From an optimization exercise on the open Yosys and OpenROAD flow, aimed at small area, a short achievable clock period and few clock cycles per item; shortcuts taken in it are not production practice. At most, simulation tests tie the RTL to the original design; equivalence was not proved. For runs 1 to 5, only the layout was checked, not whether the RTL still works. Power figures rest on the tool's default switching activity, not on a simulated workload.

`design.v`:
```
module msw_ring (
    input  logic        i_clk,
    input  logic        i_acc,
    input  logic [15:0] i_data,
    input  logic        i_w1,
    input  logic [7:0]  i_wm2,
    output logic [15:0] o_x,
    output logic [15:0] o_old
);
    logic [15:0]       r_x;
    logic [3*16-1:0]   r_s0;
    logic [12*16-1:0]  r_s1;
    logic [48*16-1:0]  r_s2;
    logic [192*16-1:0] r_s3;
    logic [15:0]       r_out;
    logic [15:0] out0, out1, out2, out3;
    always_comb begin
        case (i_wm2[1:0])
            2'd0:    out0 = r_x;
            2'd1:    out0 = r_s0[0*16 +: 16];
            2'd2:    out0 = r_s0[1*16 +: 16];
            default: out0 = r_s0[2*16 +: 16];
        endcase
        case (i_wm2[3:2])
            2'd0:    out1 = out0;
            2'd1:    out1 = r_s1[3*16 +: 16];
            2'd2:    out1 = r_s1[7*16 +: 16];
            default: out1 = r_s1[11*16 +: 16];
        endcase
        case (i_wm2[5:4])
            2'd0:    out2 = out1;
            2'd1:    out2 = r_s2[15*16 +: 16];
            2'd2:    out2 = r_s2[31*16 +: 16];
            default: out2 = r_s2[47*16 +: 16];
        endcase
        case (i_wm2[7:6])
            2'd0:    out3 = out2;
            2'd1:    out3 = r_s3[63*16 +: 16];
            2'd2:    out3 = r_s3[127*16 +: 16];
            default: out3 = r_s3[191*16 +: 16];
        endcase
    end
    always_ff @(posedge i_clk) begin
        if (i_acc) begin
            r_x <= i_data;
        end else if (!i_w1) begin
            r_x <= r_out;
        end
        r_s0  <= {r_s0[0 +: 2*16], r_x};
        r_s1  <= {r_s1[0 +: 11*16], out0};
        r_s2  <= {r_s2[0 +: 47*16], out1};
        r_s3  <= {r_s3[0 +: 191*16], out2};
        r_out <= out3;
    end
    assign o_x   = r_x;
    assign o_old = i_w1 ? r_x : r_out;
endmodule
module max_sum_sliding_window (
    input  logic              i_clk,
    input  logic              i_rst_n,
    input  logic              i_cfg_we,
    input  logic [8:0]        i_cfg_data,
    input  logic              i_in_valid,
    output logic              o_in_ready,
    input  logic [15:0]       i_in_sample,
    input  logic              i_in_last,
    output logic              o_res_valid,
    input  logic              i_res_ready,
    output logic [15:0]       o_res_best_start,
    output logic [23:0]       o_res_best_sum,
    output logic [1:0]        o_res_status
);
    localparam logic [1:0] ST_OK    = 2'd0;
    localparam logic [1:0] ST_SHORT = 2'd1;
    localparam logic [1:0] ST_LONG  = 2'd2;
    logic [7:0]  eff_wm2;
    logic [7:0]  r_ewm2;
    logic        r_ew1;        
    logic [7:0]  r_wm2;
    logic        r_w1;
    logic        r_ready;
    logic        r_mid;        
    logic [7:0]  r_gc;         
    logic        aligned;
    logic        acc;
    logic        take;
    logic [17:0] r_kc;         
    logic [17:0] kc_end;       
    logic [24:0] r_part;       
    logic [15:0] last_sample;  
    logic [15:0] old_sample;
    logic        sub;
    logic        r_s_valid;
    logic        r_s_last;
    logic [23:0] r_best;
    logic [15:0] r_bidx;
    logic        s_set;
    logic        s_upd;
    logic [1:0]  s_status;
    logic [23:0] s_sum;
    logic [25:0] s_diff;
    logic [23:0] n_best;
    logic [15:0] n_idx;
    logic        new_res;
    logic        r_oval;
    logic [1:0]  r_status;
    always_comb begin
        if (i_cfg_data <= 9'd1) begin
            eff_wm2 = 8'hFF;
        end else if (i_cfg_data >= 9'd256) begin
            eff_wm2 = 8'd254;
        end else begin
            eff_wm2 = 8'(i_cfg_data - 9'd2);
        end
    end
    always_ff @(posedge i_clk) begin
        if (!i_rst_n) begin
            r_ewm2 <= 8'hFF;
            r_ew1  <= 1'b1;
        end else if (i_cfg_we) begin
            r_ewm2 <= eff_wm2;
            r_ew1  <= (i_cfg_data <= 9'd1);
        end
    end
    always_ff @(posedge i_clk) begin
        if (!r_mid) begin
            r_wm2 <= r_ewm2;
            r_w1  <= r_ew1;
        end
    end
    assign acc     = i_in_valid && r_ready;
    assign take    = r_oval && i_res_ready;
    assign aligned = (r_gc == r_wm2);
    always_ff @(posedge i_clk) begin
        if (!i_rst_n) begin
            r_ready <= 1'b1;
            r_mid   <= 1'b0;
        end else begin
            r_ready <= (acc || !r_mid || aligned)
                    && !(acc && i_in_last) && !(r_s_valid && r_s_last)
                    && !(r_oval && !i_res_ready);
            if (acc) begin
                r_mid <= !i_in_last;
            end
        end
    end
    always_ff @(posedge i_clk) begin
        if (acc || aligned) begin
            r_gc <= 8'hFF;
        end else begin
            r_gc <= r_gc + 8'd1;
        end
    end
    msw_ring u_ring (
        .i_clk  (i_clk),
        .i_acc  (acc),
        .i_data (i_in_sample),
        .i_w1   (r_w1),
        .i_wm2  (r_wm2),
        .o_x    (last_sample),
        .o_old  (old_sample)
    );
    assign sub = r_mid && !r_kc[17];
    always_ff @(posedge i_clk) begin
        if (acc) begin
            r_part <= (r_mid ? (r_part + {{9{last_sample[15]}}, last_sample}) : 25'd0)
                    - (sub ? {{9{old_sample[15]}}, old_sample} : 25'd0);
            if (!r_mid) begin
                r_kc <= r_ew1 ? 18'd0 : {10'h3FF, ~r_ewm2};
            end else if (r_kc[17:16] != 2'b01) begin
                r_kc <= r_kc + 18'd1;
            end
        end
    end
    always_ff @(posedge i_clk) begin
        if (!i_rst_n) begin
            r_s_valid <= 1'b0;
        end else begin
            r_s_valid <= acc;
        end
        r_s_last <= i_in_last;
    end
    always_comb begin
        s_sum  = 24'(r_part + {{9{last_sample[15]}}, last_sample});
        s_diff = {r_part[24], r_part} + {{10{last_sample[15]}}, last_sample}
               - {{2{r_best[23]}}, r_best};
        s_set  = (r_kc == 18'd0);
        s_upd  = !r_kc[17] && (s_set || !s_diff[25]);
        kc_end = r_kc + {10'd0, r_wm2} + 18'h30001;
        n_best = s_upd ? s_sum : r_best;
        n_idx  = s_upd ? r_kc[15:0] : r_bidx;
        if (r_w1 ? (r_kc[17:16] == 2'b01) : !kc_end[17]) begin
            s_status = ST_LONG;
        end else if (r_kc[17]) begin
            s_status = ST_SHORT;
        end else begin
            s_status = ST_OK;
        end
        new_res = r_s_valid && r_s_last;
    end
    always_ff @(posedge i_clk) begin
        if (new_res) begin
            r_status <= s_status;
            if (s_status == ST_OK) begin
                r_best <= n_best;
                r_bidx <= n_idx;
            end else begin
                r_best <= 24'd0;
                r_bidx <= 16'd0;
            end
        end else if (r_s_valid && s_upd) begin
            r_best <= s_sum;
            r_bidx <= r_kc[15:0];
        end
    end
    always_ff @(posedge i_clk) begin
        if (!i_rst_n) begin
            r_oval <= 1'b0;
        end else begin
            r_oval <= new_res || (r_oval && !i_res_ready);
        end
    end
    assign o_in_ready       = r_ready;
    assign o_res_valid      = r_oval;
    assign o_res_best_start = r_bidx;
    assign o_res_best_sum   = r_best;
    assign o_res_status     = r_status;
endmodule
```
`standard.sh`:
```
#!/bin/bash
# synth_recipe.tcl (not shown) runs the flow's synth.tcl, then flattens the netlist and writes it again
# the make line also repeats each setting of config.mk as NAME=value (left out here)
make -C /OpenROAD-flow-scripts/flow DESIGN_CONFIG=/design/flow/config.mk WORK_HOME=/design/flow/orfs CLKGATE_MAP_FILE= SYNTH_SCRIPT=/design/flow/synth_recipe.tcl "${@:-finish}"
```
`flow/run.sh`:
```
#!/bin/bash
# Own layout flow: the standard ORFS flow (standard.sh, standard synthesis unchanged)
# with two changes to how the layout is optimised (constraints and clock period unchanged):
#  - ports are buffered with buf_4 cells instead of the default delay-cell buffer,
#  - timing repair aims at a setup slack margin, so it also speeds up paths that
#    already meet the period.
# The make output goes to standard_flow.log; ORFS keeps each tool's log under orfs/logs.
set -euo pipefail
export BUFFER_PORTS_ARGS="-buffer_cell sky130_fd_sc_hd__buf_4"
export SETUP_SLACK_MARGIN=6.8
bash standard.sh > standard_flow.log 2>&1
```
`constraint.sdc`:
```
create_clock -name core_clock -period 10.0 [get_ports {i_clk}]
set_input_delay 2.0000 -clock core_clock [delete_from_list [all_inputs] [get_ports {i_clk}]]
set_output_delay 2.0000 -clock core_clock [all_outputs]
set_load 0.01 [all_outputs]
```
`config.mk`:
```
export PLATFORM = sky130hd
export DESIGN_NAME = max_sum_sliding_window
export DESIGN_NICKNAME = max_sum_sliding_window
export VERILOG_FILES = /design/flow/design.v
export SDC_FILE = /design/flow/constraint.sdc
export NUM_CORES = 4
export LEC_CHECK = 0
export ABC_CLOCK_PERIOD_IN_PS = 3000
export CAP_MARGIN = 20
export CORE_MARGIN = 2
export CORE_UTILIZATION = 45
export CTS_CLUSTER_DIAMETER = 90
export CTS_CLUSTER_SIZE = 32
export PLACE_DENSITY = 0.6
export SLEW_MARGIN = 20
```
==> results of run 1 <==
-- cell usage after synthesis (all sizes together) (3+ instances only) --
cell type  instances
a211o              6
a211oi             8
a21boi             3
a21o              24
a21oi             64
a31oi              4
and2              49
and3              10
and4               4
buf               11
clkbuf            28
dfxtp           4134
edfxtp            94
fa                26
ha                85
inv              115
mux2               7
mux2i             15
mux4              64
nand2             60
nand2b            13
nand3             29
nand4             11
nor2              71
nor2b              9
nor3              16
nor4               9
o2111ai            4
o211ai             9
o21a              16
o21ai             28
o21bai             7
o22ai              7
o31ai              5
or2                3
or3               20
xnor2             35
xor2              35
-- cells by family (layout without fill, tap and decap cells) --
logic type,Yosys count,in the layout,synth area share (%)
compound gates,205,205,1.45
xor+xnor,70,70,0.659
fa+ha+maj,111,111,1.70
buf+inv,155,454,0.655
flops,4228,4228,92.1
mux,86,86,1.80
other cells,0,1,0
simple gates,309,310,1.69
-- through the flow --
step	total power [mW]	instances	setup slack (ps)	area, µm²
finish	28.8	8153	5600	103000
global route	30.1	8153	5390	103000
CTS	29.0	8134	5580	102000
detailed placement	21.1	7899	5330	97000
global placement	21.1	7899	5340	97000
floorplan	20.2	5164	5930	93200
-- placed cells by master (no fill, tap or decap), types with 8 or more instances in the layout --
cell type / netlist / layout
nor3_1: 16 / 11
nand3_1: 29 / 25
and3_1: 10 / 10
edfxtp_1: 94 / 94
a21oi_2: 0 / 14
nand2_1: 60 / 58
nand4_1: 11 / 11
xnor2_1: 35 / 30
nand2b_1: 13 / 13
or3_1: 20 / 20
buf_6: 1 / 59
clkbuf_16: 0 / 157
buf_4: 0 / 82
mux4_2: 64 / 64
fa_1: 26 / 25
nor2_1: 71 / 66
o21a_1: 16 / 16
mux2i_1: 15 / 15
xor2_1: 35 / 33
nor4_1: 9 / 9
ha_1: 85 / 74
inv_1: 114 / 109
dfxtp_1: 4134 / 4129
a21oi_1: 64 / 45
nor2b_1: 9 / 8
o211ai_1: 9 / 9
clkbuf_1: 28 / 10
and2_1: 49 / 46
a21o_1: 24 / 24
ha_4: 0 / 10
o21ai_0: 27 / 23
-- repair_timing --
| item | CTS | global route |
|---|---|---|
| pin swaps | 26 | 44 |
| gates resized for setup | 114 | 42 |
| hold buffers | 0 | 0 |
| setup buffers | 40 | 17 |
| gates cloned | 7 | 1 |
| setup endpoints to repair | 120 | 124 |
-- metal layers --
| metal | vias up | routed length, µm | track usage [%] |
|---|---|---|---|
| met3 | 182 | 3870 | 2.22 |
| met1 | 15900 | 63500 | 17.3 |
| li1 | 16800 | - | - |
| met4 | 2 | 2770 | 3.53 |
| met2 | 322 | 48700 | 16.5 |
| met5 | - | 13 | 0 |
-- worst max-delay path by stage --
| stage | slack [ps] | depth (start not counted) | endpoint |
|---|---|---|---|
| 2_1_floorplan | 5930 | 20 | r_part[23] |
| 3_3_place_gp | 5340 | 18 | r_part[24] |
| 3_5_place_dp | 5330 | 18 | r_part[24] |
| 4_1_cts | 5580 | 19 | r_part[20] |
| 5_1_grt | 5390 | 18 | r_part[24] |
| 6_report | 5600 | 18 | r_part[20] |
-- state kept, by name, indices dropped and copies added, names as in the netlist, 2 cells and up --
| register | cells |
|---|---|
| r_best | 24 |
| r_bidx | 16 |
| r_ewm2 | 8 |
| r_gc | 8 |
| r_kc | 18 |
| r_part | 25 |
| r_status | 2 |
| r_wm2 | 8 |
| u_ring.r_out | 16 |
| u_ring.r_s0 | 48 |
| u_ring.r_s1 | 192 |
| u_ring.r_s2 | 768 |
| u_ring.r_s3 | 3072 |
| u_ring.r_x | 16 |
-- worst register-to-register path: cells and delay by family, from the launching register on --
kind,cells,cell delay (ps)
AO/OA/AOI/OAI,9,2170
AND/OR/NAND/NOR,5,660
adder cells (fa/ha/maj),2,540
flip-flops,1,460
XOR/XNOR,2,290
-- layout make-up --
cell class / instances / area [µm²]
antenna: 1 / 2.50
clock buffer: 167 / 3970
clock inverter: 21 / 388
fill: 16800 / 102000
inverter: 116 / 457
multi-input combinational: 782 / 7370
sequential: 4228 / 85600
tap: 2688 / 3360
timing repair buffer: 150 / 1510
-- power breakdown --
part / internal (mW) / switching, mW / leakage (nW) / total (mW)
clock: 2.94 / 4.65 / 2.11 / 7.58
sequential: 18.0 / 0.376 / 34.6 / 18.4
combinational: 1.33 / 1.47 / 4.36 / 2.80
==> impl_metrics.ini, run 1 <==
[run_status]
status = timing/DRC/antenna clean

[placed_design]
routabilityCongestion = 0.748
port_buffers = 74
post-dp-hpwl_um = 66900

[worst_setup_path]
timing.rr.start = r_part[3]
crit_path_start_kind = flop
worstPathCellList = ha_4 > nand3_1 > o2111ai_4 > nand3_2 > a21boi_2 > o21ai_2 > a21oi_1 > xor2_1 > and2_4 > ha_4 > a21o_1 > a21o_1 > a2111o_1 > a211oi_4 > nor3b_2 > o21a_1 > nor2_1 > xnor2_1
crit_path_max_incr_delay_ps = 460
cp_max_fo = 7
crit_required_ps = 10560
crit_arrival_ps = 4950
cp_top_family = compound AO/OA/AOI/OAI gates
startpoint = r_part[3]
slowest_stage = edfxtp_1
reg2reg_slack_ps = 5600
cp_num_buf_inv = 0
r2r-end = r_part[20]
cp-end-kind = flop
reg2regPathDepth = 18
crit_type = flop to flop

[floorplan]
io_pins = 75
rows = 166
initial_core_util_pct = 45.4
core-area_um2 = 205000
die_w_um = 459
design.die.area_um2 = 210000
die_h_um = 459

[yosys]
synth.distinct_cells = 63
synth_cells = 5164
ys.flop_type = dfxtp_1
syn_avg_cell_area_um2 = 18.0
synth-seq-area-share_pct = 92.1
postSynth.asyncResetShare_pct = 0
yosys.area.top_type = dfxtp_1
synth-seq-cells = 4228
yosysWarnings = 2
syn_area_um2 = 93000
synth_edf_count = 94
synthTopCellsByArea = dfxtp_1, edfxtp_1, mux4_2, ha_1, fa_1
synth_top_area_share_pct = 89.0
synthesis.nets = 5306

[cells_and_area]
nNetsFinal = 5574
area_growth_pct = 10.4
layout-drive-gt1-share_pct = 9.11
final_util_pct = 50.1

[timing]
slew_violations = 0
setup_viol = 0
fin_crit_sh_pct = 44.0
skew_ps = 67.2
max_slew_margin_pct = 36.7
grt_setup_unrepaired = yes
hold_viol = 0
tns_ps = 0
tightestPinTransition_ps = 940
layout_min_cycle_time_ps = 4400
clock.fmax_mhz = 228
worst_hold_slack_ps = 285

[run]
drv_cap = 0

[clock_tree]
tritoncts = yes
clockBufferDepth = 3
cts.clk_slew.worst_paths_ps = 120
clock-sinks = 4228
insertion_delay_ps = 840
cts-root-buf = clkbuf_16
cts_buffers = 154
cts-htree-levels = 4

[detailed_routing]
first_pass_iters = 4
antenna_left = 0
wl_per_cell_um = 14.6
drt-initial-drc-count = 1793
drc_errors = 0
via_count = 33300
wirelength_um = 119000
via_per_inst = 4.08

[grt]
grt_max_degree = 47
grt-ovfl-total = 0
grt_pass1_wl_um = 189000
grt_pass1_vias = 33100
grt_usage_pct = 11.4
antenna_found_initial = 5

[min_path]
hold-path-cell-count = 0
hp-start = u_ring.r_s1[144]
hold_class = flop to flop
min_to = u_ring.r_s1[160]

[power]
p_leak_nw = 41.0
ir_drop_mv = 0.163
p_per_area_nw_per_um2 = 281
==> inputs of run 2 (changes only) <==
--- a/design.v
+++ b/design.v
@@ -90,6 +90,8 @@
     logic [15:0] last_sample;  
     logic [15:0] old_sample;
     logic        sub;
+    logic [24:0] p_a, p_b, p_c, p_s, p_cy, p_nxt;
+    logic [25:0] d_a, d_b, d_c, d_s, d_cy;
     logic        r_s_valid;
     logic        r_s_last;
     logic [23:0] r_best;
@@ -161,10 +163,17 @@
         .o_old  (old_sample)
     );
     assign sub = r_mid && !r_kc[17];
+    always_comb begin
+        p_a   = r_mid ? r_part : 25'd0;
+        p_b   = r_mid ? {{9{last_sample[15]}}, last_sample} : 25'd0;
+        p_c   = sub ? ~{{9{old_sample[15]}}, old_sample} : 25'h1FFFFFF;
+        p_s   = p_a ^ p_b ^ p_c;
+        p_cy  = {(p_a[23:0] & p_b[23:0]) | (p_a[23:0] & p_c[23:0]) | (p_b[23:0] & p_c[23:0]), 1'b1};
+        p_nxt = p_s + p_cy;
+    end
     always_ff @(posedge i_clk) begin
         if (acc) begin
-            r_part <= (r_mid ? (r_part + {{9{last_sample[15]}}, last_sample}) : 25'd0)
-                    - (sub ? {{9{old_sample[15]}}, old_sample} : 25'd0);
+            r_part <= p_nxt;
             if (!r_mid) begin
                 r_kc <= r_ew1 ? 18'd0 : {10'h3FF, ~r_ewm2};
             end else if (r_kc[17:16] != 2'b01) begin
@@ -182,8 +191,12 @@
     end
     always_comb begin
         s_sum  = 24'(r_part + {{9{last_sample[15]}}, last_sample});
-        s_diff = {r_part[24], r_part} + {{10{last_sample[15]}}, last_sample}
-               - {{2{r_best[23]}}, r_best};
+        d_a    = {r_part[24], r_part};
+        d_b    = {{10{last_sample[15]}}, last_sample};
+        d_c    = ~{{2{r_best[23]}}, r_best};
+        d_s    = d_a ^ d_b ^ d_c;
+        d_cy   = {(d_a[24:0] & d_b[24:0]) | (d_a[24:0] & d_c[24:0]) | (d_b[24:0] & d_c[24:0]), 1'b1};
+        s_diff = d_s + d_cy;
         s_set  = (r_kc == 18'd0);
         s_upd  = !r_kc[17] && (s_set || !s_diff[25]);
         kc_end = r_kc + {10'd0, r_wm2} + 18'h30001;
--- a/config.mk
+++ b/config.mk
@@ -5,7 +5,6 @@
 export SDC_FILE = /design/flow/constraint.sdc
 export NUM_CORES = 4
 export LEC_CHECK = 0
-export ABC_CLOCK_PERIOD_IN_PS = 3000
 export CAP_MARGIN = 20
 export CORE_MARGIN = 2
 export CORE_UTILIZATION = 45
==> run 2 against run 1 <==
Cell count increased by 0.48%. Worst hold slack improved by 14 ps. Combinational power fell by 17%. Sequential cell count unchanged. Cell area rose by 0.40%. Clock power up 1%. Worst setup slack better by 670 ps. Sequential share of layout area shrank 0.33 points.
==> impl_metrics.ini, run 2 <==
[run_status]
status = timing/DRC/antenna clean

[detailed_routing]
wl_per_cell_um = 14.3
via_count = 33400
via_per_inst = 4.08
drt-initial-drc-count = 1793
first_pass_iters = 5
antenna_left = 0
drc_errors = 0
wirelength_um = 117000

[grt]
grt-ovfl-total = 0
grt_max_degree = 39
grt_pass1_vias = 32900
antenna_found_initial = 4
grt_pass1_wl_um = 185000
grt_usage_pct = 11.1

[power]
p_leak_nw = 41.2
netSwitchingPower_mw = 6.37
ir_drop_mv = 0.185
swShare_pct = 22.4
p_comb_share_pct = 8.2
p_seq_share_pct = 64.8
p_clk_share_pct = 27.0
power.internal_mw = 22.1
p_per_area_nw_per_um2 = 276

[yosys]
yosysMostFrequentCell = dfxtp_1
synth_top_area_share_pct = 88.8
yosysWarnings = 2
ys.flop_type = dfxtp_1
synthesis.nets = 5342
syn_avg_cell_area_um2 = 18.0
postSynth.asyncResetShare_pct = 0
yosys.area.top_type = dfxtp_1
synth_cells = 5178
synth.distinct_cells = 57
synth_common_cells = dfxtp_1, inv_1, edfxtp_1
synthTopCellsByArea = dfxtp_1, edfxtp_1, mux4_2, ha_1, fa_1
synth-seq-cells = 4228
synth-seq-area-share_pct = 91.8
synth_edf_count = 94
syn_area_um2 = 93200

[placed_design]
port_buffers = 74
routabilityCongestion = 0.779
post-dp-hpwl_um = 64800

[floorplan]
die_w_um = 459
rows = 167
io_pins = 75
core-area_um2 = 206000
design.die.area_um2 = 211000
die_h_um = 459
initial_core_util_pct = 45.1

[cells_and_area]
reg_top3 = u_ring.r_s3 (3072), u_ring.r_s2 (768), u_ring.r_s1 (192)
n_fill_cell = 16900
top_register = u_ring.r_s3
largest_reg_flops = 3072
area_growth_pct = 10.6
layout-drive-gt1-share_pct = 9.10
final_common_cell = dfxtp_1
final_cell_mix = dfxtp_1, clkbuf_16, inv_1
nNetsFinal = 5619

[timing]
clock.fmax_mhz = 269
slew_violations = 0
layout_min_cycle_time_ps = 3720
worst_hold_slack_ps = 300
grt_setup_unrepaired = yes
fin_crit_sh_pct = 37.2
skew_ps = 56.3
tightestPinTransition_ps = 1100
setup_viol = 0
hold_viol = 0
tns_ps = 0
max_slew_margin_pct = 26.1

[clock_tree]
cts_buffers = 155
insertion_delay_ps = 860
clockBufferDepth = 3
cts.clk_slew.worst_paths_ps = 120
clock-sinks = 4228
cts-root-buf = clkbuf_16
tritoncts = yes
cts-htree-levels = 4
hold_buffers = 0

[worst_setup_path]
timing.rr.start = r_w1
crit_required_ps = 10580
cp-end-kind = flop
crit_type = flop to flop
r2r-end = r_part[13]
startpoint = r_w1
reg2reg_slack_ps = 6280
critPathCapture = r_part[13]
crit_arrival_ps = 4300
crit_path_start_kind = flop
cp_max_fo = 5
reg2regPathDepth = 19

[min_path]
hold_class = flop to flop

[run]
drv_cap = 0
## run 2: cell types whose count changed in the layout (fill, tap and decap cells not counted), sizes merged, moves of 9 or more
| cell | delta |
|---|---|
| or3 | -10 |
| a21oi | +16 |
| nand3 | -9 |
| nand2 | +22 |
| fa | +25 |
| and2 | -22 |
| nor2 | +19 |
## run 2: through the flow
stage               cells  power [mW]  util [%]  instance area (µm²)  setup slack (ps)
floorplan            5178        20.1         -                93400              6480
global placement     7929        20.7      47.1                97200              5350
detailed placement   7929        20.8      47.1                97200              5300
CTS                  8169        28.6      49.7               103000              6320
global route         8190        29.7      49.9               103000              6110
finish               8192        28.5      49.9               103000              6280
## run 2: cell type report
class / count / area [µm²] / area share (%)
well taps: 2704 / 3380 / 3.28
clock buffers: 161 / 3910 / 3.79
clock inverters: 26 / 576 / 0.558
inverters: 115 / 445 / 0.432
flip-flops and latches: 4228 / 85600 / 83.1
repair buffers: 158 / 1620 / 1.57
repair inverters: 2 / 10.0 / 0.00971
multi-input cells: 795 / 7520 / 7.29
diodes: 3 / 7.51 / 0.00728
## run 2: worst min path at each step
| stage | startpoint | endpoint | slack (ps) | depth (start not counted) |
|---|---|---|---|---|
| finish | u_ring.r_s3[2634] | u_ring.r_s3[2650] | 300 | 0 |
| floorplan | u_ring.r_s1[84] | u_ring.r_s1[100] | 310 | 0 |
| global route | u_ring.r_s3[180] | u_ring.r_s3[196] | 300 | 0 |
| detailed placement | u_ring.r_s1[161] | u_ring.r_s1[177] | 310 | 0 |
| CTS | u_ring.r_s3[180] | u_ring.r_s3[196] | 290 | 0 |
| global placement | u_ring.r_s3[831] | u_ring.r_s3[847] | 310 | 0 |
## run 2: power by group through the flow
stage / clock network [mW] / registers (mW) / logic [mW]
6_report: 7.68 / 18.4 / 2.33
5_1_grt: 8.55 / 18.6 / 2.58
4_1_cts: 7.97 / 18.5 / 2.18
3_5_place_dp: 0 / 18.9 / 1.93
3_3_place_gp: 0 / 18.8 / 1.91
2_1_floorplan: 0 / 18.7 / 1.39
## run 2: critical path: stages, from the launching register on
cell,delay (ps)
edfxtp_1,430
buf_6,150
buf_12,130
buf_16,150
mux2i_4,210
nor2_2,60
fa_1,500
inv_2,50
ha_4,290
and3_4,240
nand3_4,90
a211oi_4,230
nor4bb_4,80
buf_4,150
buf_4,140
buf_6,110
nor3b_2,150
o21a_1,140
nor2_1,50
xnor2_1,120
## run 2: timing repair
| item | CTS | global route |
|---|---|---|
| cloned | 5 | 6 |
| pin swaps | 10 | 22 |
| buffers inserted | 48 | 14 |
| resized for setup | 96 | 53 |
| setup endpoints to repair | 159 | 109 |
## run 2: routing by layer
metal | part of all wire, % | GRT usage [%]
met3 | 3.5 | 2.22
met2 | 40 | 15.8
met5 | 0 | 0
met4 | 2.6 | 3.65
met1 | 54 | 16.9
## run 2: cell families (layout without fill, tap and decap cells)
logic type      count (synthesis)  after routing  synth area share [%]
buf+inv                       155            462                 0.654
compound gates                195            195                  1.27
flops                        4228           4228                  91.8
fa+ha+maj                     133            133                  2.20
xor+xnor                       73             73                 0.686
mux                            83             83                  1.75
simple gates                  311            311                  1.59
other cells                     0              3                     0
==> inputs of run 3 (changes only) <==
--- a/config.mk
+++ b/config.mk
@@ -7,8 +7,8 @@
 export LEC_CHECK = 0
 export CAP_MARGIN = 20
 export CORE_MARGIN = 2
-export CORE_UTILIZATION = 45
-export CTS_CLUSTER_DIAMETER = 90
-export CTS_CLUSTER_SIZE = 32
-export PLACE_DENSITY = 0.6
+export CORE_UTILIZATION = 60
+export CTS_CLUSTER_DIAMETER = 80
+export CTS_CLUSTER_SIZE = 28
+export PLACE_DENSITY = 0.7
 export SLEW_MARGIN = 20
==> run 3 against run 2 <==
Non-clock buffer count did not move. Critical path depth fell by 3. Clock-buffer cell count rose by 16. Cell area fell by 0.71%. Die area fell by 25%. Synthesized cell count did not move. Sequential cell count did not move. Clock power rose by 3.1%. Sequential power barely moved. Sequential share of layout area rose by 0.59 points.
==> impl_metrics.ini, run 3 <==
[run_status]
status = timing/DRC/antenna clean

[detailed_routing]
first_pass_iters = 5
drt-initial-drc-count = 1983
wirelength_um = 118000
via_count = 33500
drc_errors = 0
wl_per_cell_um = 15.7
antenna_left = 0
via_per_inst = 4.44

[worst_setup_path]
critPathCapture = r_part[24]
cp_max_fo = 5
crit_path_start_kind = flop
crit_path_max_incr_delay_ps = 480
crit_arrival_ps = 4300
reg2reg_slack_ps = 6250
crit_required_ps = 10560
r2r-end = r_part[24]
worstPathCellList = buf_12 > buf_12 > buf_4 > mux2i_2 > nor2_1 > fa_1 > fa_2 > nand2b_4 > a21oi_4 > o211ai_1 > buf_4 > a21oi_4 > o31ai_4 > o21ai_4 > and4_1 > nor3_1
timing.rr.start = r_w1
crit_type = flop to flop
startpoint = r_w1
reg2regPathDepth = 16
cp-end-kind = flop
slowest_stage = fa_1

[placed_design]
place_area_um2 = 96400
port_buffers = 74
place_ws_ps = 5650
routabilityCongestion = 0.843
post-dp-hpwl_um = 66400

[timing]
grt_setup_unrepaired = yes
skew_ps = 38.8
fin_crit_sh_pct = 37.5
worst_slack_ps = 6250
layout_min_cycle_time_ps = 3750
worst_hold_slack_ps = 301
clock.fmax_mhz = 267
hold_viol = 0
slew_violations = 0
tns_ps = 0
max_slew_margin_pct = 51.2
setup_viol = 0
tightestPinTransition_ps = 729

[floorplan]
initial_core_util_pct = 60.4
die_h_um = 398
design.die.area_um2 = 158000
rows = 144
core-area_um2 = 154000
io_pins = 75
die_w_um = 398

[power]
swShare_pct = 22.0
p_leak_nw = 41.3
netSwitchingPower_mw = 6.30
p_clk_share_pct = 27.7
power.internal_mw = 22.3
ir_drop_mv = 0.205
p_comb_share_pct = 7.9
p_seq_share_pct = 64.5
p_per_area_nw_per_um2 = 280

[cells_and_area]
largest_reg_flops = 3072
fin_area_um2 = 102000
layout-drive-gt1-share_pct = 9.20
final_cell_mix = dfxtp_1, clkbuf_16, inv_1
nNetsFinal = 5636
reg_top3 = u_ring.r_s3 (3072), u_ring.r_s2 (768), u_ring.r_s1 (192)
area_growth_pct = 9.83
top_register = u_ring.r_s3
final_common_cell = dfxtp_1

[yosys]
synthTopCellsByArea = dfxtp_1, edfxtp_1, mux4_2, ha_1, fa_1
synth.distinct_cells = 57
synth_edf_count = 94
yosysMostFrequentCell = dfxtp_1
syn_avg_cell_area_um2 = 18.0
synth_cells = 5178
synth-seq-cells = 4228
synth-seq-area-share_pct = 91.8
yosysWarnings = 2
synthesis.nets = 5342
synth_top_area_share_pct = 88.8
synth_common_cells = dfxtp_1, inv_1, edfxtp_1
syn_area_um2 = 93200
ys.flop_type = dfxtp_1
postSynth.asyncResetShare_pct = 0
yosys.area.top_type = dfxtp_1

[clock_tree]
cts-htree-levels = 4
cts_buffers = 172
hold_buffers = 0
cts.clk_slew.worst_paths_ps = 100
clockBufferDepth = 3
clock-sinks = 4228
cts-root-buf = clkbuf_16
tritoncts = yes
insertion_delay_ps = 830

[grt]
grt-ovfl-total = 0
grt_pass1_wl_um = 186000
grt_usage_pct = 15.1
grt_max_degree = 36
grt_pass1_vias = 33300
antenna_found_initial = 4

[run]
drv_cap = 0

[min_path]
hold_class = flop to flop
run 3: cell count changes in the layout (fill, tap and decap cells not counted), moves of 4 or more:
| cell | delta |
|---|---|
| inv_16 | -4 |
| buf_6 | -4 |
| inv_6 | +8 |
| dfxtp_2 | +4 |
| clkinv_16 | -6 |
| buf_4 | +10 |
| clkbuf_16 | +15 |
run 3: layout make-up:
| class | count | area, µm² |
|---|---|---|
| clock inverters | 25 | 418 |
| diodes | 2 | 5.00 |
| clock buffers | 177 | 4330 |
| flip-flops and latches | 4228 | 85600 |
| well taps | 2044 | 2560 |
| repair buffers | 158 | 1530 |
| fillers | 10400 | 51900 |
| repair inverters | 2 | 12.5 |
| multi-input cells | 795 | 7440 |
| inverters | 115 | 449 |
run 3: worst min-delay path by stage:
stage | depth (start not counted) | start | endpoint | slack (ps)
5_1_grt | 0 | u_ring.r_s3[287] | u_ring.r_s3[303] | 320
2_1_floorplan | 0 | u_ring.r_s1[84] | u_ring.r_s1[100] | 310
3_5_place_dp | 0 | u_ring.r_s1[146] | u_ring.r_s1[162] | 310
6_report | 0 | u_ring.r_s3[287] | u_ring.r_s3[303] | 300
4_1_cts | 0 | u_ring.r_s3[287] | u_ring.r_s3[303] | 310
3_3_place_gp | 0 | u_ring.r_s3[280] | u_ring.r_s3[296] | 310
run 3: what timing repair did:
action,CTS,global route
buffers inserted,47,19
gates cloned,5,2
gates resized for setup,67,64
pin swaps,8,23
endpoints found under the setup margin,132,125
run 3: cell families (layout without fill, tap and decap cells):
| family | Yosys count | after routing | share of synthesized area [%] |
|---|---|---|---|
| DFF | 4228 | 4228 | 91.8 |
| and+or+nand+nor | 311 | 311 | 1.59 |
| AOI/OAI and AO/OA | 195 | 195 | 1.27 |
| buffers and inverters | 155 | 477 | 0.654 |
| adders and majority gates | 133 | 133 | 2.20 |
| muxes | 83 | 83 | 1.75 |
| xor gates and xnor gates | 73 | 73 | 0.686 |
| other | 0 | 2 | 0 |
run 3: metrics by stage:
stage               power, mW  utilization, %  cells
finish                   28.6            66.4   7546
global route             29.8            66.4   7544
CTS                      28.7            66.1   7523
detailed placement       20.7            62.5   7269
global placement         20.7            62.5   7269
floorplan                20.1               -   5178
run 3: power by group through the flow:
stage                     Sequential, mW  Clock [mW]  Combinational [mW]
after floorplan                     18.7           0                1.39
after detailed placement            18.9           0                1.90
after CTS                           18.5        8.14                2.11
after global placement              18.8           0                1.86
after global routing                18.6        8.73                2.51
final                               18.5        7.92                2.25
run 3: worst max-delay path, delay by kind of cell (launching register included):
kind / cells / cell delay, ps
fa+ha+maj: 2 / 860
compound gates: 5 / 810
buf+inv: 4 / 620
simple gates: 4 / 560
flops: 1 / 460
mux: 1 / 150
run 3: routing by layer:
| layer | GRT usage [%] | wire [µm] |
|---|---|---|
| met5 | 0 | 0 |
| met4 | 4.85 | 2790 |
| met3 | 2.82 | 5190 |
| met2 | 20.5 | 46100 |
| met1 | 24.3 | 64100 |
==> inputs of run 4 (changes only) <==
--- a/design.v
+++ b/design.v
@@ -2,7 +2,6 @@
     input  logic        i_clk,
     input  logic        i_acc,
     input  logic [15:0] i_data,
-    input  logic        i_w1,
     input  logic [7:0]  i_wm2,
     output logic [15:0] o_x,
     output logic [15:0] o_old
@@ -43,7 +42,7 @@
     always_ff @(posedge i_clk) begin
         if (i_acc) begin
             r_x <= i_data;
-        end else if (!i_w1) begin
+        end else begin
             r_x <= r_out;
         end
         r_s0  <= {r_s0[0 +: 2*16], r_x};
@@ -53,7 +52,7 @@
         r_out <= out3;
     end
     assign o_x   = r_x;
-    assign o_old = i_w1 ? r_x : r_out;
+    assign o_old = r_out;
 endmodule
 module max_sum_sliding_window (
     input  logic              i_clk,
@@ -105,10 +104,11 @@
     logic [15:0] n_idx;
     logic        new_res;
     logic        r_oval;
+    logic [23:0] r_osum;
     logic [1:0]  r_status;
     always_comb begin
         if (i_cfg_data <= 9'd1) begin
-            eff_wm2 = 8'hFF;
+            eff_wm2 = 8'd0;
         end else if (i_cfg_data >= 9'd256) begin
             eff_wm2 = 8'd254;
         end else begin
@@ -117,7 +117,7 @@
     end
     always_ff @(posedge i_clk) begin
         if (!i_rst_n) begin
-            r_ewm2 <= 8'hFF;
+            r_ewm2 <= 8'd0;
             r_ew1  <= 1'b1;
         end else if (i_cfg_we) begin
             r_ewm2 <= eff_wm2;
@@ -157,16 +157,15 @@
         .i_clk  (i_clk),
         .i_acc  (acc),
         .i_data (i_in_sample),
-        .i_w1   (r_w1),
         .i_wm2  (r_wm2),
         .o_x    (last_sample),
         .o_old  (old_sample)
     );
     assign sub = r_mid && !r_kc[17];
     always_comb begin
-        p_a   = r_mid ? r_part : 25'd0;
-        p_b   = r_mid ? {{9{last_sample[15]}}, last_sample} : 25'd0;
-        p_c   = sub ? ~{{9{old_sample[15]}}, old_sample} : 25'h1FFFFFF;
+        p_a   = (r_mid && !r_w1) ? r_part : 25'd0;
+        p_b   = (r_mid && !r_w1) ? {{9{last_sample[15]}}, last_sample} : 25'd0;
+        p_c   = (sub && !r_w1) ? ~{{9{old_sample[15]}}, old_sample} : 25'h1FFFFFF;
         p_s   = p_a ^ p_b ^ p_c;
         p_cy  = {(p_a[23:0] & p_b[23:0]) | (p_a[23:0] & p_c[23:0]) | (p_b[23:0] & p_c[23:0]), 1'b1};
         p_nxt = p_s + p_cy;
@@ -212,17 +211,21 @@
         new_res = r_s_valid && r_s_last;
     end
     always_ff @(posedge i_clk) begin
+        if (r_s_valid && s_upd) begin
+            r_best <= s_sum;
+        end
+    end
+    always_ff @(posedge i_clk) begin
         if (new_res) begin
             r_status <= s_status;
             if (s_status == ST_OK) begin
-                r_best <= n_best;
+                r_osum <= n_best;
                 r_bidx <= n_idx;
             end else begin
-                r_best <= 24'd0;
+                r_osum <= 24'd0;
                 r_bidx <= 16'd0;
             end
         end else if (r_s_valid && s_upd) begin
-            r_best <= s_sum;
             r_bidx <= r_kc[15:0];
         end
     end
@@ -236,6 +239,6 @@
     assign o_in_ready       = r_ready;
     assign o_res_valid      = r_oval;
     assign o_res_best_start = r_bidx;
-    assign o_res_best_sum   = r_best;
+    assign o_res_best_sum   = r_osum;
     assign o_res_status     = r_status;
 endmodule
--- a/flow/run.sh
+++ b/flow/run.sh
@@ -7,5 +7,5 @@
 # The make output goes to standard_flow.log; ORFS keeps each tool's log under orfs/logs.
 set -euo pipefail
 export BUFFER_PORTS_ARGS="-buffer_cell sky130_fd_sc_hd__buf_4"
-export SETUP_SLACK_MARGIN=6.8
+export SETUP_SLACK_MARGIN=7.0
 bash standard.sh > standard_flow.log 2>&1
--- a/config.mk
+++ b/config.mk
@@ -7,8 +7,8 @@
 export LEC_CHECK = 0
 export CAP_MARGIN = 20
 export CORE_MARGIN = 2
-export CORE_UTILIZATION = 60
-export CTS_CLUSTER_DIAMETER = 80
-export CTS_CLUSTER_SIZE = 28
-export PLACE_DENSITY = 0.7
+export CORE_UTILIZATION = 45
+export CTS_CLUSTER_DIAMETER = 85
+export CTS_CLUSTER_SIZE = 30
+export PLACE_DENSITY = 0.6
 export SLEW_MARGIN = 20
==> run 4 against run 3 <==
Critical path type unchanged. First-iteration DRC count fell by 10%. Critical endpoint is now r_part[20]. Sequential cell count rose by 24. Utilization fell by 16 points. Via count rose by 1.5%. Clock-buffer cell count did not move. Still clean on timing, DRC and antenna.
==> impl_metrics.ini, run 4 <==
[run_status]
status = timing/DRC/antenna clean

[timing]
tns_ps = 0
setup_viol = 0
clock.fmax_mhz = 261
slew_violations = 0
max_slew_margin_pct = 44.6
worst_slack_ps = 6170
hold_viol = 0
fin_crit_sh_pct = 38.3
skew_ps = 40.2
worst_hold_slack_ps = 300
tightestPinTransition_ps = 832
grt_setup_unrepaired = yes
layout_min_cycle_time_ps = 3830

[cells_and_area]
largest_reg_flops = 3072
final_util_pct = 50.5
nNetsFinal = 5685
fin_area_um2 = 105000
layout-drive-gt1-share_pct = 11.2
final_common_cell = dfxtp_1
top_register = u_ring.r_s3
area_growth_pct = 11.4
reg_top3 = u_ring.r_s3 (3072), u_ring.r_s2 (768), u_ring.r_s1 (192)
final_cells = 8345
final_cell_mix = dfxtp_1, clkbuf_16, edfxtp_1

[clock_tree]
clock-sinks = 4252
cts-root-buf = clkbuf_16
clockBufferDepth = 3
insertion_delay_ps = 840
tritoncts = yes
cts_buffers = 168
cts-htree-levels = 4
cts.clk_slew.worst_paths_ps = 100

[floorplan]
die_w_um = 461
rows = 167
initial_core_util_pct = 45.4
core-area_um2 = 207000
die_h_um = 461
io_pins = 75
design.die.area_um2 = 213000

[worst_setup_path]
timing.rr.start = r_w1
crit_arrival_ps = 4410
cp-end-kind = flop
startpoint = r_w1
crit_type = flop to flop
reg2regPathDepth = 16
r2r-end = r_part[20]
crit_required_ps = 10580
cp_max_fo = 5
reg2reg_slack_ps = 6170
crit_path_start_kind = flop

[detailed_routing]
wl_per_cell_um = 14.1
drt-initial-drc-count = 1783
via_count = 34000
drc_errors = 0
wirelength_um = 117000
via_per_inst = 4.08
antenna_left = 0
first_pass_iters = 5

[yosys]
synth.distinct_cells = 63
synth_top_area_share_pct = 87.9
synth_common_cells = dfxtp_1, edfxtp_1, inv_1
synth_cells = 5213
yosys.area.top_type = dfxtp_1
synthesis.nets = 5377
synth-seq-cells = 4252
yosysWarnings = 2
synth_edf_count = 118
synth-seq-area-share_pct = 91.7
ys.flop_type = dfxtp_1
postSynth.asyncResetShare_pct = 0
synthTopCellsByArea = dfxtp_1, edfxtp_1, mux4_2, ha_1, fa_1
syn_avg_cell_area_um2 = 18.1
syn_area_um2 = 94100
yosysMostFrequentCell = dfxtp_1

[placed_design]
port_buffers = 74
dp.cells = 8040
place_area_um2 = 98300
routabilityCongestion = 0.772
place_ws_ps = 5010
post-dp-hpwl_um = 64700

[min_path]
min_to = u_ring.r_s3[521]
hp-start = u_ring.r_s3[505]
hold_class = flop to flop
hold-path-cell-count = 0

[power]
p_per_area_nw_per_um2 = 287
ir_drop_mv = 0.265
p_total_mw = 30.1
p_leak_nw = 41.8

[run]
drv_cap = 0

[grt]
grt_max_degree = 47
grt-ovfl-total = 0
antenna_found_initial = 9
grt_usage_pct = 11.2
grt_pass1_wl_um = 189000
grt_pass1_vias = 34000
## run 4: cell types whose count changed after synthesis, moves of 6 or more
| cell | previous run | this run |
|---|---|---|
| a211oi_1 | 5 | 11 |
| a21boi_0 | 2 | 11 |
| a21oi_1 | 80 | 63 |
| edfxtp_1 | 94 | 118 |
| inv_1 | 115 | 108 |
| mux2_2 | 0 | 17 |
| mux2i_1 | 19 | 3 |
| nand2_1 | 82 | 91 |
| nand3_1 | 20 | 14 |
| nor2_1 | 91 | 66 |
| nor2b_1 | 7 | 22 |
| xnor2_1 | 33 | 41 |
## run 4: worst max path at each step
stage / to / slack [ps] / depth (start not counted)
2_1_floorplan: r_part[24] / 6390 / 16
5_1_grt: r_part[20] / 6020 / 17
4_1_cts: r_part[24] / 6280 / 16
3_3_place_gp: r_part[24] / 5040 / 15
6_report: r_part[20] / 6170 / 16
3_5_place_dp: r_part[24] / 5010 / 15
## run 4: cells by family (layout without fill, tap and decap cells)
group / count (synthesis) / in the layout / share of synthesized area (%)
compound gates: 212 / 213 / 1.46
xor+xnor: 78 / 78 / 0.726
fa+ha+maj: 133 / 133 / 2.17
buf+inv: 155 / 488 / 0.647
flops: 4252 / 4252 / 91.7
mux: 84 / 84 / 1.77
other cells: 0 / 2 / 0
simple gates: 299 / 307 / 1.54
## run 4: layout make-up
class	instances	area, µm²
fillers	16800	103000
flip-flops and latches	4252	86300
multi-input cells	815	8070
clock buffers	177	4300
well taps	2788	3490
repair buffers	176	1730
clock inverters	27	534
inverters	108	419
diodes	2	5.00
## run 4: critical path: stages (launching register included)
cell and delay (ps):
edfxtp_1 410, buf_6 160, nor3_4 180, buf_6 150, and2_1 150, fa_1 490, fa_2 410, nor2b_4 150
o2111ai_2 140, a21oi_2 210, o2111ai_2 170, buf_4 190, a211oi_2 250, and2_4 190, a31o_4 140, a21oi_2 50
xnor2_1 130
## run 4: repair_timing
item	in CTS	in global routing
setup buffers	61	25
resized for setup	167	85
setup endpoints to repair	167	149
hold buffers	0	0
cloned	12	0
pin swaps	53	43
## run 4: per-layer routing
metal  up-vias  wire, µm  global-route usage [%]
met4         0      3220                    3.93
met3       209      4200                    2.21
met5         -         0                       0
li1      17100         -                       -
met2       394     45400                    15.4
met1     16400     64400                    17.4
## run 4: power by group
| group | switching [mW] | internal [mW] |
|---|---|---|
| combinational | 1.33 | 1.23 |
| clock | 4.80 | 3.20 |
| sequential | 0.589 | 19.0 |
==> inputs of run 5 (changes only) <==
--- a/flow/run.sh
+++ b/flow/run.sh
@@ -7,5 +7,5 @@
 # The make output goes to standard_flow.log; ORFS keeps each tool's log under orfs/logs.
 set -euo pipefail
 export BUFFER_PORTS_ARGS="-buffer_cell sky130_fd_sc_hd__buf_4"
-export SETUP_SLACK_MARGIN=7.0
+export SETUP_SLACK_MARGIN=6.8
 bash standard.sh > standard_flow.log 2>&1
==> run 5 against run 4 <==
Area after synthesis did not move. First-iteration DRC count up 13%. Power shrank 0.22%. Clock skew is 16 ps lower. Clock-buffer cell count is 5 lower. Critical path depth up 2. Sequential cell count did not move. Worst setup slack gained 72 ps. Worst hold slack improved by 16 ps. Highest routed layer unchanged. Maximum frequency up 1.9%. Critical endpoint unchanged.
==> impl_metrics.ini, run 5 <==
[grt]
grt_max_degree = 47
grt_usage_pct = 11.1
grt_pass1_vias = 33000
grt-ovfl-total = 0
antenna_found_initial = 12
grt_pass1_wl_um = 186000

[power]
p_total_mw = 30.1
p_leak_nw = 41.7
p_per_area_nw_per_um2 = 288
ir_drop_mv = 0.202

[yosys]
synth_edf_count = 118
synth.distinct_cells = 63
yosysMostFrequentCell = dfxtp_1
yosys.area.top_type = dfxtp_1
synthTopCellsByArea = dfxtp_1, edfxtp_1, mux4_2, ha_1, fa_1
syn_avg_cell_area_um2 = 18.1
synthesis.nets = 5377
synth_common_cells = dfxtp_1, edfxtp_1, inv_1
synth-seq-cells = 4252
synth-seq-area-share_pct = 91.7
yosysWarnings = 2
synth_top_area_share_pct = 87.9
synth_cells = 5213
postSynth.asyncResetShare_pct = 0
ys.flop_type = dfxtp_1
syn_area_um2 = 94100

[floorplan]
initial_core_util_pct = 45.4
io_pins = 75
die_h_um = 461
core-area_um2 = 207000
design.die.area_um2 = 213000
die_w_um = 461
rows = 167

[timing]
fin_crit_sh_pct = 37.6
tns_ps = 0
worst_slack_ps = 6240
hold_viol = 0
grt_setup_unrepaired = yes
setup_viol = 0
layout_min_cycle_time_ps = 3760
skew_ps = 23.8
clock.fmax_mhz = 266
max_slew_margin_pct = 40.3
slew_violations = 0
tightestPinTransition_ps = 892

[cells_and_area]
largest_reg_flops = 3072
area_growth_pct = 11.0
reg_top3 = u_ring.r_s3 (3072), u_ring.r_s2 (768), u_ring.r_s1 (192)
nNetsFinal = 5666
top_register = u_ring.r_s3
final_cells = 8327
final_common_cell = dfxtp_1
layout-drive-gt1-share_pct = 10.4
final_cell_mix = dfxtp_1, clkbuf_16, edfxtp_1

[worst_setup_path]
r2r-end = r_part[20]
cp-end-kind = flop
crit_path_max_incr_delay_ps = 580
reg2regPathDepth = 18
timing.rr.start = r_mid
reg2reg_slack_ps = 6240
crit_required_ps = 10580
cp_max_fo = 6
slowest_stage = fa_1
crit_path_start_kind = flop
crit_type = flop to flop
worstPathCellList = inv_4 > buf_12 > nor3_4 > buf_4 > buf_6 > nand2_4 > fa_1 > ha_4 > a21o_1 > a21oi_2 > a21oi_2 > o2111ai_2 > buf_4 > a211oi_2 > and2_4 > a31o_4 > a21oi_2 > xnor2_1
crit_arrival_ps = 4340
crit_top_cell = a21oi_2

[min_path]
hold-path-cell-count = 0
hold_class = flop to flop
min_to = u_ring.r_s3[2571]
hp-start = u_ring.r_s3[2555]

[detailed_routing]
drt-initial-drc-count = 2019
antenna_left = 0
wirelength_um = 118000
via_count = 33600
drc_errors = 0
wl_per_cell_um = 14.1
via_per_inst = 4.04
first_pass_iters = 7

[placed_design]
post-dp-hpwl_um = 65500
port_buffers = 74
dp.cells = 8042
routabilityCongestion = 0.753
place_ws_ps = 5070

[clock_tree]
clockBufferDepth = 3
cts-htree-levels = 4
insertion_delay_ps = 840
hold_buffers = 0
cts-root-buf = clkbuf_16
cts_buffers = 166
clock-sinks = 4252
tritoncts = yes
cts.clk_slew.worst_paths_ps = 100

[run]
drv_cap = 0

[run_status]
status = timing/DRC/antenna clean
## run 5: final cells by class
class                      count  area, µm²
fill                       16800     103000
sequential                  4252      86300
multi-input combinational    814       7970
clock buffer                 172       4240
tap                         2788       3490
timing repair buffer         160       1580
clock inverter                28        464
inverter                     108        419
antenna                        5       12.5
## run 5: per-layer routing
metal / share of wire [%] / global-route usage [%] / routed length [µm] / vias up
li1: - / - / - / 17000
met1: 55 / 17.5 / 64600 / 16000
met2: 38 / 15.1 / 45200 / 448
met3: 4.0 / 2.24 / 4700 / 200
met4: 2.7 / 3.82 / 3180 / 0
met5: 0 / 0 / 0 / -
## run 5: repair_timing
item | 4_1_cts | 5_1_grt
pin swaps | 39 | 39
endpoints found under the setup margin | 149 | 125
cloned | 10 | 1
setup buffers | 48 | 21
hold endpoints to repair | 0 | 0
gates resized for setup | 125 | 106
## run 5: where the power goes
group | internal (mW) | switching (mW) | total (mW)
registers | 19.0 | 0.595 | 19.6
clock network | 3.16 | 4.77 | 7.93
logic | 1.23 | 1.34 | 2.56
total | 23.4 | 6.70 | 30.1
## run 5: worst max path at each step
| stage | end | slack, ps | startpoint | cells past startpoint |
|---|---|---|---|---|
| after floorplan | r_part[24] | 6390 | r_w1 | 16 |
| after global placement | r_part[24] | 5120 | r_mid | 16 |
| after detailed placement | r_part[24] | 5070 | r_mid | 16 |
| after CTS | r_part[24] | 6170 | r_w1 | 15 |
| after global routing | r_part[24] | 6070 | r_mid | 17 |
| final | r_part[20] | 6240 | r_mid | 18 |
## run 5: cells by family after synthesis
kind of cell | count (synthesis) | synth area share [%]
AO/OA/AOI/OAI | 212 | 1.46
XOR/XNOR | 78 | 0.726
adder cells (fa/ha/maj) | 133 | 2.17
buffers and inverters | 155 | 0.647
flip-flops | 4252 | 91.7
multiplexers | 84 | 1.77
AND/OR/NAND/NOR | 299 | 1.54
## run 5: critical path: cells and delay by family (launching register included)
family	cells	cell delay, ps
compound gates	7	1130
flops	1	380
fa+ha+maj	2	820
simple gates	3	500
buf+inv	5	620
xor+xnor	1	70
## run 5: per-stage QoR
stage                     hold slack (ps)  utilization (%)  instance area, µm²
after floorplan                       310                -               94300
after global placement                310             47.3               98200
after detailed placement              312             47.3               98200
after CTS                             318             50.1              104000
after global routing                  318             50.4              104000
final                                 317             50.4              104000
==> inputs of run 6 (changes only) <==
--- a/design.v
+++ b/design.v
@@ -84,11 +84,15 @@
     logic        acc;
     logic        take;
     logic [17:0] r_kc;         
-    logic [17:0] kc_end;       
     logic [24:0] r_part;       
     logic [15:0] last_sample;  
     logic [15:0] old_sample;
     logic        sub;
+    logic        r_mab;        
+    logic        r_mc;         
+    logic        mid_nx;
+    logic        w1_nx;
+    logic        kcneg_nx;
     logic [24:0] p_a, p_b, p_c, p_s, p_cy, p_nxt;
     logic [25:0] d_a, d_b, d_c, d_s, d_cy;
     logic        r_s_valid;
@@ -162,10 +166,22 @@
         .o_old  (old_sample)
     );
     assign sub = r_mid && !r_kc[17];
-    always_comb begin
-        p_a   = (r_mid && !r_w1) ? r_part : 25'd0;
-        p_b   = (r_mid && !r_w1) ? {{9{last_sample[15]}}, last_sample} : 25'd0;
-        p_c   = (sub && !r_w1) ? ~{{9{old_sample[15]}}, old_sample} : 25'h1FFFFFF;
+    assign mid_nx   = acc ? !i_in_last : r_mid;
+    assign w1_nx    = r_mid ? r_w1 : r_ew1;
+    assign kcneg_nx = acc ? (r_mid ? (r_kc[17] && (r_kc != 18'h3FFFF)) : !r_ew1) : r_kc[17];
+    always_ff @(posedge i_clk) begin
+        if (!i_rst_n) begin
+            r_mab <= 1'b0;
+            r_mc  <= 1'b0;
+        end else begin
+            r_mab <= mid_nx && !w1_nx;
+            r_mc  <= mid_nx && !w1_nx && !kcneg_nx;
+        end
+    end
+    always_comb begin
+        p_a   = r_mab ? r_part : 25'd0;
+        p_b   = r_mab ? {{9{last_sample[15]}}, last_sample} : 25'd0;
+        p_c   = r_mc ? ~{{9{old_sample[15]}}, old_sample} : 25'h1FFFFFF;
         p_s   = p_a ^ p_b ^ p_c;
         p_cy  = {(p_a[23:0] & p_b[23:0]) | (p_a[23:0] & p_c[23:0]) | (p_b[23:0] & p_c[23:0]), 1'b1};
         p_nxt = p_s + p_cy;
@@ -198,10 +214,10 @@
         s_diff = d_s + d_cy;
         s_set  = (r_kc == 18'd0);
         s_upd  = !r_kc[17] && (s_set || !s_diff[25]);
-        kc_end = r_kc + {10'd0, r_wm2} + 18'h30001;
         n_best = s_upd ? s_sum : r_best;
         n_idx  = s_upd ? r_kc[15:0] : r_bidx;
-        if (r_w1 ? (r_kc[17:16] == 2'b01) : !kc_end[17]) begin
+        if ((r_kc[17:16] == 2'b01)
+            || (!r_w1 && (r_kc[17:8] == 10'h0FF) && (r_kc[7:0] >= ~r_wm2))) begin
             s_status = ST_LONG;
         end else if (r_kc[17]) begin
             s_status = ST_SHORT;
--- a/config.mk
+++ b/config.mk
@@ -8,7 +8,7 @@
 export CAP_MARGIN = 20
 export CORE_MARGIN = 2
 export CORE_UTILIZATION = 45
-export CTS_CLUSTER_DIAMETER = 85
-export CTS_CLUSTER_SIZE = 30
+export CTS_CLUSTER_DIAMETER = 90
+export CTS_CLUSTER_SIZE = 32
 export PLACE_DENSITY = 0.6
 export SLEW_MARGIN = 20
==> run 6 against run 5 <==
Cell count up 0.67%. Combinational power decreased by 16%. Utilization down 0.38 points. Sequential power about the same. Largest cell class unchanged. Worst setup slack gained 150 ps. Global-route usage up 0.45 points. Cell area about the same. Power is 2.6% lower.
==> impl_metrics.ini, run 6 <==
[min_path]
hold-path-cell-count = 0
hp-start = u_ring.r_s3[1408]
hold_class = flop to flop
min_to = u_ring.r_s3[1424]

[cells_and_area]
nNetsFinal = 5709
reg_top3 = u_ring.r_s3 (3072), u_ring.r_s2 (768), u_ring.r_s1 (192)
area_growth_pct = 10.7
largest_reg_flops = 3072
fin_area_um2 = 104000
final_cell_mix = dfxtp_1, clkbuf_16, nand2_1
layout-drive-gt1-share_pct = 9.08
n_fill_cell = 17200
final_common_cell = dfxtp_1
top_register = u_ring.r_s3

[yosys]
yosys.area.top_type = dfxtp_1
synth_edf_count = 117
synth-seq-cells = 4254
synth_cells = 5264
syn_avg_cell_area_um2 = 17.9
synth_common_cells = dfxtp_1, nand2_1, inv_1
ys.flop_type = dfxtp_1
synth-seq-area-share_pct = 91.5
yosysWarnings = 2
syn_area_um2 = 94300
postSynth.asyncResetShare_pct = 0
synth_top_area_share_pct = 87.8
yosysMostFrequentCell = dfxtp_1
synthesis.nets = 5429
synth.distinct_cells = 60
synthTopCellsByArea = dfxtp_1, edfxtp_1, mux4_2, ha_1, fa_1

[worst_setup_path]
crit_arrival_ps = 4190
cp-end-kind = flop
worstPathCellList = inv_2 > fa_1 > inv_1 > ha_1 > a211o_1 > o211ai_1 > a21oi_2 > o211a_1 > or4_4 > and3_4 > buf_12 > buf_16 > mux2i_2 > nor2_1
slowest_stage = fa_1
cp_max_fo = 6
crit_path_max_incr_delay_ps = 550
crit_type = flop to flop
r2r-end = r_osum[10]
reg2reg_slack_ps = 6390
startpoint = r_part[1]
crit_required_ps = 10580
timing.rr.start = r_part[1]
reg2regPathDepth = 14
crit_path_start_kind = flop

[power]
p_leak_nw = 41.8
ir_drop_mv = 0.156
p_per_area_nw_per_um2 = 280
p_total_mw = 29.3

[timing]
worst_hold_slack_ps = 300
max_slew_margin_pct = 28.9
tightestPinTransition_ps = 1070
skew_ps = 60.8
layout_min_cycle_time_ps = 3610
hold_viol = 0
fin_crit_sh_pct = 36.1
setup_viol = 0
tns_ps = 0
grt_setup_unrepaired = yes
clock.fmax_mhz = 277
slew_violations = 0
worst_slack_ps = 6390

[run_status]
status = timing/DRC/antenna clean

[grt]
antenna_found_initial = 4
met2_usage_pct = 16.7
grt_max_degree = 47
grt_pass1_wl_um = 193000
grt-ovfl-total = 0
gr-max-usage-layer = met1
met3_usage_pct = 2.26
grt_pass1_vias = 33800
met1_usage_pct = 17.6
grt_usage_pct = 11.6

[placed_design]
port_buffers = 74
post-dp-hpwl_um = 68100
place_ws_ps = 5830
place_area_um2 = 98400
routabilityCongestion = 0.800

[clock_tree]
cts-root-buf = clkbuf_16
cts.clk_slew.worst_paths_ps = 110
insertion_delay_ps = 840
tritoncts = yes
cts_buffers = 157
cts-htree-levels = 4
clock-sinks = 4254
clockBufferDepth = 3

[detailed_routing]
wirelength_um = 122000
antenna_left = 0
via_per_inst = 4.05
drt-initial-drc-count = 1790
first_pass_iters = 7
via_count = 34000
wl_per_cell_um = 14.6
drc_errors = 0

[floorplan]
core-area_um2 = 209000
initial_core_util_pct = 45.1
design.die.area_um2 = 213000
die_w_um = 462
rows = 168
die_h_um = 462
io_pins = 75

[run]
drv_cap = 0
## run 6: worst max path at each step
stage,cells after the start,endpoint
floorplan,11,r_bidx[0]
global placement,7,r_ready
detailed placement,7,r_ready
CTS,1,o_res_best_sum[2]
global route,14,r_osum[10]
finish,14,r_osum[10]
## run 6: kinds of logic after synthesis
family | Yosys count | synth area share [%]
flip-flops | 4254 | 91.5
multiplexers | 83 | 1.73
XOR/XNOR | 79 | 0.734
buffers and inverters | 170 | 0.714
AO/OA/AOI/OAI | 194 | 1.32
AND/OR/NAND/NOR | 350 | 1.78
adder cells (fa/ha/maj) | 134 | 2.18
## run 6: layout make-up
| class | count | area [µm²] | area share, % |
|---|---|---|---|
| clock inverters | 25 | 423 | 0.405 |
| multi-input cells | 842 | 7820 | 7.49 |
| diodes | 4 | 10.0 | 0.00959 |
| clock buffers | 164 | 4030 | 3.86 |
| inverters | 128 | 484 | 0.464 |
| well taps | 2805 | 3510 | 3.36 |
| flip-flops and latches | 4254 | 86400 | 82.7 |
| repair buffers | 161 | 1790 | 1.71 |
## run 6: report_power, final
part           switching [mW]  internal, mW
clock                    4.70          2.99
sequential              0.564          18.9
combinational            1.12          1.04
total                    6.38          22.9
## run 6: what timing repair did
action	4_1_cts	5_1_grt
gates cloned	12	0
pin swaps	27	26
resized for setup	125	50
endpoints found under the setup margin	150	142
hold buffers	0	0
setup buffers	50	13
## run 6: worst max-delay path: cells and delay by family (launching register included)
family / cells / cell delay [ps]
adders and majority gates: 2 / 810
DFF: 1 / 390
AOI/OAI and AO/OA: 4 / 820
buffers and inverters: 4 / 390
muxes: 1 / 170
and+or+nand+nor: 3 / 770
## run 6: routing by layer
metal	up-vias	routed length [µm]
met5	-	0
met4	0	2840
met3	182	4140
met2	356	49800
met1	16400	65300
li1	17100	-
## run 6: stage by stage
| step | std cells | utilization [%] |
|---|---|---|
| finish | 8383 | 50.0 |
| detailed placement | 8114 | 47.1 |
| global placement | 8114 | 47.1 |
| CTS | 8365 | 49.8 |
| global route | 8380 | 50.0 |
| floorplan | 5264 | - |
Testbench counts of run 6, summed over its fixed seeds: cycles 59,560, items 59,080.
==> inputs of run 7 (changes only) <==
--- a/config.mk
+++ b/config.mk
@@ -8,7 +8,7 @@
 export CAP_MARGIN = 20
 export CORE_MARGIN = 2
 export CORE_UTILIZATION = 45
-export CTS_CLUSTER_DIAMETER = 90
-export CTS_CLUSTER_SIZE = 32
+export CTS_CLUSTER_DIAMETER = 80
+export CTS_CLUSTER_SIZE = 28
 export PLACE_DENSITY = 0.6
 export SLEW_MARGIN = 20
==> run 7 against run 6 <==
Register-to-register slack gained 30 ps. Clock power grew 6.0%. Cell count grew 0.33%. Synthesized cell count is the same. Power grew 1.6%. Utilization grew 0.29 points. Sequential power is essentially flat. Die area is the same. Critical endpoint is now r_osum[11]. Worst hold slack gained 8.5 ps.
==> impl_metrics.ini, run 7 <==
[timing]
clock.fmax_mhz = 279
max_slew_margin_pct = 29.7
grt_setup_unrepaired = yes
layout_min_cycle_time_ps = 3580
hold_viol = 0
setup_viol = 0
tightestPinTransition_ps = 1050
worst_slack_ps = 6420
skew_ps = 31.5
tns_ps = 0
fin_crit_sh_pct = 35.8
slew_violations = 0

[yosys]
synth-seq-cells = 4254
synth_cells = 5264
synth_top_area_share_pct = 87.8
yosysWarnings = 2
ys.flop_type = dfxtp_1
synth-seq-area-share_pct = 91.5
synth.distinct_cells = 60
syn_area_um2 = 94300
postSynth.asyncResetShare_pct = 0
synth_common_cells = dfxtp_1, nand2_1, inv_1
yosysMostFrequentCell = dfxtp_1
syn_avg_cell_area_um2 = 17.9
synth_edf_count = 117
synthesis.nets = 5429
yosys.area.top_type = dfxtp_1
synthTopCellsByArea = dfxtp_1, edfxtp_1, mux4_2, ha_1, fa_1

[detailed_routing]
wl_met1_um = 64800
top_layer_used = met4
antenna_left = 0
first_pass_iters = 5
drc_errors = 0
wirelength_um = 123000
via_count = 34200
dr_wl_met2_um = 49600
via_per_inst = 4.06
wl_per_cell_um = 14.6
dr_wl_met3_um = 4820
drt-initial-drc-count = 1878

[cells_and_area]
n_fill_cell = 17100
top_register = u_ring.r_s3
multi_input_area_um2 = 7910
layout-drive-gt1-share_pct = 9.93
nNetsFinal = 5731
area_growth_pct = 11.4
final_common_cell = dfxtp_1
largest_reg_flops = 3072
seq_area_um2 = 86400
reg_top3 = u_ring.r_s3 (3072), u_ring.r_s2 (768), u_ring.r_s1 (192)
final_cell_mix = dfxtp_1, clkbuf_16, edfxtp_1

[grt]
grt_max_degree = 47
grt_usage_pct = 11.6
grt-ovfl-total = 0
grt_pass1_vias = 33700
grt_pass1_wl_um = 194000
antenna_found_initial = 4

[worst_setup_path]
slowest_stage = fa_1
crit_cells = 14
crit_path_max_incr_delay_ps = 550
cp-end-kind = flop
crit_path_start_kind = flop
cp_top_family = compound AO/OA/AOI/OAI gates
crit_type = flop to flop
reg2reg_slack_ps = 6420
cp_num_buf_inv = 4
crit_arrival_ps = 4150
cp_max_fo = 5
crit_required_ps = 10570
reg2regPathDepth = 14
worstPathCellList = inv_2 > fa_1 > inv_1 > ha_1 > a211o_1 > o211ai_1 > a21oi_2 > o211a_1 > or4_4 > and3_4 > buf_4 > buf_12 > mux2i_2 > nor2_1

[power]
netSwitchingPower_mw = 6.48
p_per_area_nw_per_um2 = 283
p_clk_share_pct = 27.4
p_total_mw = 29.8
power.internal_mw = 23.3
swShare_pct = 21.8
ir_drop_mv = 0.193
p_seq_share_pct = 65.3
p_leak_nw = 42.1
p_comb_share_pct = 7.3

[placed_design]
post-dp-hpwl_um = 68100
place_ws_ps = 5830
routabilityCongestion = 0.800
port_buffers = 74

[floorplan]
io_pins = 75
core-area_um2 = 209000
die_h_um = 462
rows = 168
initial_core_util_pct = 45.1
design.die.area_um2 = 213000
die_w_um = 462

[clock_tree]
cts.clk_slew.worst_paths_ps = 100
cts-htree-levels = 4
hold_buffers = 0
cts-root-buf = clkbuf_16
clockBufferDepth = 3
clock-sinks = 4254
insertion_delay_ps = 840
tritoncts = yes
cts_buffers = 179

[run]
drv_cap = 0

[run_status]
status = timing/DRC/antenna clean

[min_path]
hold_class = flop to flop
hold-path-cell-count = 0
==> run 7: cell counts after synthesis <==
No cell type changed its count.
==> run 7: worst reg2reg max path: cells and delay by family (launching register included) <==
kind                       cells  cell delay (ps)
buffers and inverters          4              400
adders and majority gates      2              810
AOI/OAI and AO/OA              4              830
DFF                            1              380
and+or+nand+nor                3              740
muxes                          1              170
==> run 7: per-layer routing <==
layer	GRT usage, %	up-vias
met5	0	-
met4	4.02	0
met3	2.35	212
met2	16.5	407
met1	17.6	16400
li1	-	17200
==> run 7: final timing paths <==
path                   startpoint              end
setup / recovery        r_part[1]       r_osum[11]
hold / removal    u_ring.r_s1[35]  u_ring.r_s1[51]
setup reg to reg        r_part[1]       r_osum[11]
hold reg to reg   u_ring.r_s1[35]  u_ring.r_s1[51]
==> run 7: repair_timing <==
action | in CTS | in global routing
gates cloned | 13 | 0
hold endpoints to repair | 0 | 0
setup endpoints to repair | 150 | 151
setup buffers | 46 | 17
resized for setup | 143 | 58
pin swaps | 34 | 26
==> run 7: kinds of logic after synthesis <==
kind of cell,synth area share [%]
XOR/XNOR,0.734
multiplexers,1.73
buffers and inverters,0.714
flip-flops,91.5
AO/OA/AOI/OAI,1.32
adder cells (fa/ha/maj),2.18
AND/OR/NAND/NOR,1.78
==> run 7: area by class of cell <==
| class | instances | share of cell area [%] |
|---|---|---|
| sequential | 4254 | 82.2 |
| clock inverter | 28 | 0.413 |
| clock buffer | 186 | 4.36 |
| antenna | 7 | 0.0167 |
| inverter | 128 | 0.463 |
| timing repair buffer | 160 | 1.65 |
| tap | 2805 | 3.34 |
| multi-input combinational | 843 | 7.53 |
==> run 7: per-stage QoR <==
stage	cells	utilization [%]	area [µm²]	hold slack (ps)
after floorplan	5264	-	94400	310
after global placement	8114	47.1	98400	310
after detailed placement	8114	47.1	98400	312
after CTS	8387	50.1	105000	306
after global routing	8409	50.3	105000	311
final	8411	50.3	105000	309
==> run 7: power groups by stage <==
| stage | registers (mW) | clock network, mW | logic, mW |
|---|---|---|---|
| CTS | 19.5 | 8.47 | 2.08 |
| global route | 19.6 | 9.06 | 2.37 |
| finish | 19.4 | 8.15 | 2.18 |
| floorplan | 19.6 | 0 | 1.17 |
| global placement | 19.8 | 0 | 1.65 |
| detailed placement | 19.8 | 0 | 1.64 |

## what the ideal ports hide
Ports are ideal in the flow. The routed layouts listed here were re-timed in OpenROAD.
Step 1 assumes that a clkbuf_16 drives the clock port and a buf_2 every other input.
Step 2 also shifts input and output timing later by t, the mid clock arrival at the registers, as if the neighbouring blocks saw the same clock.
Slacks: no drivers / after step 1 / after step 2; pairs: no drivers / after step 1.
| run | t, ns | slack for setup (ns) | hold slack, ns |
|---|---|---|---|
| run 1 | 0.887 | 5.605 / 5.605 / 5.605 | 0.285 / 0.285 / 0.285 |
| run 2 | 0.921 | 6.278 / 6.278 / 6.017 | 0.300 / 0.300 / 0.300 |
| run 3 | 0.889 | 6.254 / 6.254 / 6.254 | 0.301 / 0.301 / 0.301 |
| run 4 | 0.893 | 6.169 / 6.169 / 6.169 | 0.300 / 0.300 / 0.300 |
| run 5 | 0.898 | 6.240 / 6.240 / 6.114 | 0.317 / 0.317 / 0.317 |
| run 6 | 0.888 | 6.391 / 6.352 / 6.297 | 0.300 / 0.300 / 0.300 |
| run 7 | 0.903 | 6.420 / 6.366 / 6.318 | 0.309 / 0.309 / 0.309 |
After both steps every run listed still meets setup and hold. For run 2, which loses most, drivers alone change the setup slack by 0.000 ns; drivers and shift together by -0.261 ns.
